Context: an optimization exercise on an open-source flow, tuned for small area, a short achievable clock period and few clock cycles per item. The choices shown serve that exercise and are no tape-out recipe. In this exercise RTL edits were held to simulation tests only and were not proved equivalent to the original. Power and IR drop assume default switching activity.

==> amber: inputs <==
## mult_diya_fp32
module mult_diya_fp32 (
   input  logic        clk,
   input  logic        nRST,
   input  logic        valid_in,
   input  logic [31:0] data1,
   input  logic [31:0] data2,
   output logic [31:0] result,
   output logic        valid_out
);
==> flow/config.mk <==
export PLATFORM = sky130hd
export DESIGN_NAME = mult_diya_fp32
export DESIGN_NICKNAME = mult_diya_fp32
export VERILOG_FILES = /design/flow/design.v
export SDC_FILE = /design/flow/constraint.sdc
export NUM_CORES = 4
export LEC_CHECK = 0
export CAP_MARGIN = 20
export CORE_MARGIN = 2
export CORE_UTILIZATION = 65
export CTS_BUF_LIST = sky130_fd_sc_hd__clkbuf_8
export CTS_CLUSTER_SIZE = 30
export SLEW_MARGIN = 60
export SYNTH_HIERARCHICAL = 1
export SYNTH_MINIMUM_KEEP_SIZE = 0
==> flow/constraint.sdc <==
create_clock -name core_clock -period 14.0 [get_ports {clk}]
set_input_delay 2.8000 -clock core_clock [delete_from_list [all_inputs] [get_ports {clk}]]
set_output_delay 2.8000 -clock core_clock [all_outputs]
set_load 0.01 [all_outputs]
standard.sh (not shown) runs the stock make flow with config.mk's settings and CLKGATE_MAP_FILE= SYNTH_SCRIPT=/design/flow/synth_recipe.tcl, a recipe that flattens the netlist after the stock synthesis.
==> flow/flow/run.sh <==
#!/bin/bash
# Standard layout with two changes to how it is built:
#  * plain buffers (instead of the default delay-cell buffers) on the ports;
#    every port still gets its own buffer;
#  * clock tree synthesis without dummy balancing loads.
set -euo pipefail
export BUFFER_PORTS_ARGS="-buffer_cell sky130_fd_sc_hd__buf_2"
export CTS_ARGS="-sink_clustering_enable -repair_clock_nets -buf_list sky130_fd_sc_hd__clkbuf_8 -sink_clustering_size 30 -dont_use_dummy_load"
bash standard.sh > standard.log 2>&1
==> indigo (differences from amber) <==
==> flow/flow/run.sh (replaced) <==
#!/bin/bash
# Standard layout, with plain buffers (instead of the default delay-cell
# buffers) on the ports. Every port still gets its own buffer.
set -euo pipefail
export BUFFER_PORTS_ARGS="-buffer_cell sky130_fd_sc_hd__buf_2"
bash standard.sh > standard.log 2>&1
==> summary of the runs <==
indigo completed without violations. amber completed without violations. Against indigo, the sequential share of layout area of amber is higher by 0.27 points. Critical path depth is the same in amber and indigo. Die area is the same in amber and indigo. In indigo the clock skew is lower than in amber, by 0.046 ns. Of indigo and amber, indigo has the higher core utilization (gap 0.93 points). Synthesized cell count is the same in amber and indigo. Between amber and indigo, the lower wire length is in amber (gap about 0.8%, measured against indigo). Combinational power is about the same in indigo and amber.
==> figures <==
| item | indigo | amber |
|---|---|---|
| Total internal power | 3030 µW | 2910 µW |
| Clock Buffer Count | 48 | 41 |
| Reg-to-reg endpoint | r2_cv[29] | r2_cv[30] |
| Transition time at the pin with the least slew margin | 0.592 ns | 0.598 ns |
| Total power | 5650 µW | 5490 µW |
| Register area | 4860 µm² | 4860 µm² |
| Non-clock buffers, area share | 3.95% | 4.00% |
| Combined global-route utilization of all metal layers | 34.5% | 34.3% |
| Max-Slew Margin vs Limit | 60.5% | 60.1% |
| Power Dens Cells | 239 nW/µm² | 235 nW/µm² |
| Critical path data arrival time | 1.13 ns | 1.08 ns |
| PnR worst setup slack | 10.07 ns | 10.12 ns |
| Result of the run | finished clean | finished clean |
| R2R Setup Slk | 10.22 ns | 10.23 ns |
| Leakage power figure | 0.00972 µW | 0.00952 µW |
| Maximum single-stage delay on the critical path | 0.35 ns | 0.36 ns |
| Maximum vdd drop | 0.236 mV | 0.236 mV |
Testbench counts of amber, summed over its fixed seeds: cycles 16,024, items 16,000.
Testbench counts of indigo, summed over its fixed seeds: cycles 16,024, items 16,000.

* * *

==> 09-13 <==
Another version of the RTL of mult_diya_fp32 (not shown whole).
export LEC_CHECK = 0
export CAP_MARGIN = 20
export CORE_MARGIN = 2
export CORE_UTILIZATION = 40
export SLEW_MARGIN = 20
export SYNTH_HIERARCHICAL = 1
export SYNTH_MINIMUM_KEEP_SIZE = 0
create_clock -name core_clock -period 14.0 [get_ports {clk}]
run.sh (not shown) runs the stock make flow with config.mk's settings and CLKGATE_MAP_FILE= SYNTH_SCRIPT=/design/flow/synth_recipe.tcl, a recipe that flattens the netlist after the stock synthesis.
Stock flow here: none of the scripts above is used.
==> inputs of 09-05, as changes to 09-13 <==
--- a/flow/config.mk
+++ b/flow/config.mk
@@ -7,6 +7,6 @@
 export LEC_CHECK = 0
-export CAP_MARGIN = 20
+export CAP_MARGIN = 50
 export CORE_MARGIN = 2
 export CORE_UTILIZATION = 40
-export SLEW_MARGIN = 20
+export SLEW_MARGIN = 80
 export SYNTH_HIERARCHICAL = 1
==> comparison table <==
| metric | 09-05 | 09-13 |
|---|---|---|
| Outcome | no timing/DRC/antenna violations | no timing/DRC/antenna violations |
| Multi-input combinational cell area | 16200 um2 | 15400 um2 |
| Total sequential power | 994 uW | 1.01 mW |
| Fraction of power consumed by the clock network | 10.9% | 11.2% |
| Met1 usage in global routing | 30.9% | 31.3% |
| Endpoint of the worst-slack reg-to-reg timing path | r3_res[20] | r3_res[6] |
| Capture point of the worst path | r3_res[20] | r3_res[6] |
| Met3 track demand over resource in global routing | 4.35% | 3.78% |
| Fin crit period | 7.59 ns | 7.45 ns |
| Clock buf/inv share | 3.79% | 3.73% |
| Later-pin clock latency in the skew report | 0.57 ns | 0.58 ns |
| Internal power | 3.50 mW | 3.17 mW |
| Post-DR wirelength/cell | 21.1 um | 21.1 um |
| Number of design-rule violations left by the first detailed-router iteration | 1250 | 1406 |
| Global router's overall resource usage | 22.5% | 22.1% |
| Share of layout cells above drive strength 1 | 12.8% | 5.72% |
| CP bufs+invs | 7 | 3 |
| Fraction of standard cell area in multi-input logic | 64.3% | 66.0% |
| Number of global-route vias before repair | 17400 | 16700 |
| Antenna violations before repair | 1 | 2 |
| Share of the core filled with cells | 48.0% | 44.6% |
| Max stage delay cell, worst path | clkdlybuf4s50_1 | ha_1 |
| Switch share | 47.1% | 47.4% |
Testbench counts of 09-13, summed over its fixed seeds: cycles 16,016, items 16,000.
Testbench counts of 09-05, summed over its fixed seeds: cycles 16,016, items 16,000.

-- port drivers added, routing unchanged --
Ports are ideal in the flow. The routed layouts listed here were re-timed in OpenROAD. Step 1 (the two cells are an assumption about what drives the block):
set clk [get_ports {clk}]
set_driving_cell -lib_cell sky130_fd_sc_hd__clkbuf_16 $clk
set_driving_cell -lib_cell sky130_fd_sc_hd__buf_2 [delete_from_list [all_inputs] $clk]
Step 2 also shifts input and output timing later by t, the mid clock arrival at the registers, as if the neighbouring blocks saw the same clock. Three values: ideal ports, drivers, drivers and shift; two values: the first two.
run | t (ns) | slack for setup (ns) | worst setup path at the end | slew at the worst register clock pin (ns)
amber | 0.631 | 10.118 / 10.064 / 9.597 | input to register | 0.06 / 0.06
indigo | 0.659 | 10.074 / 10.019 / 9.576 | input to register | 0.06 / 0.06
09-13 | 0.615 | 6.552 / 6.552 / 6.552 | register to register | 0.06 / 0.06
09-05 | 0.615 | 6.411 / 6.411 / 6.411 | register to register | 0.06 / 0.06
After both steps every run listed still meets setup and hold. For amber, which loses most, drivers alone change the setup slack by -0.054 ns; drivers and shift together by -0.521 ns.
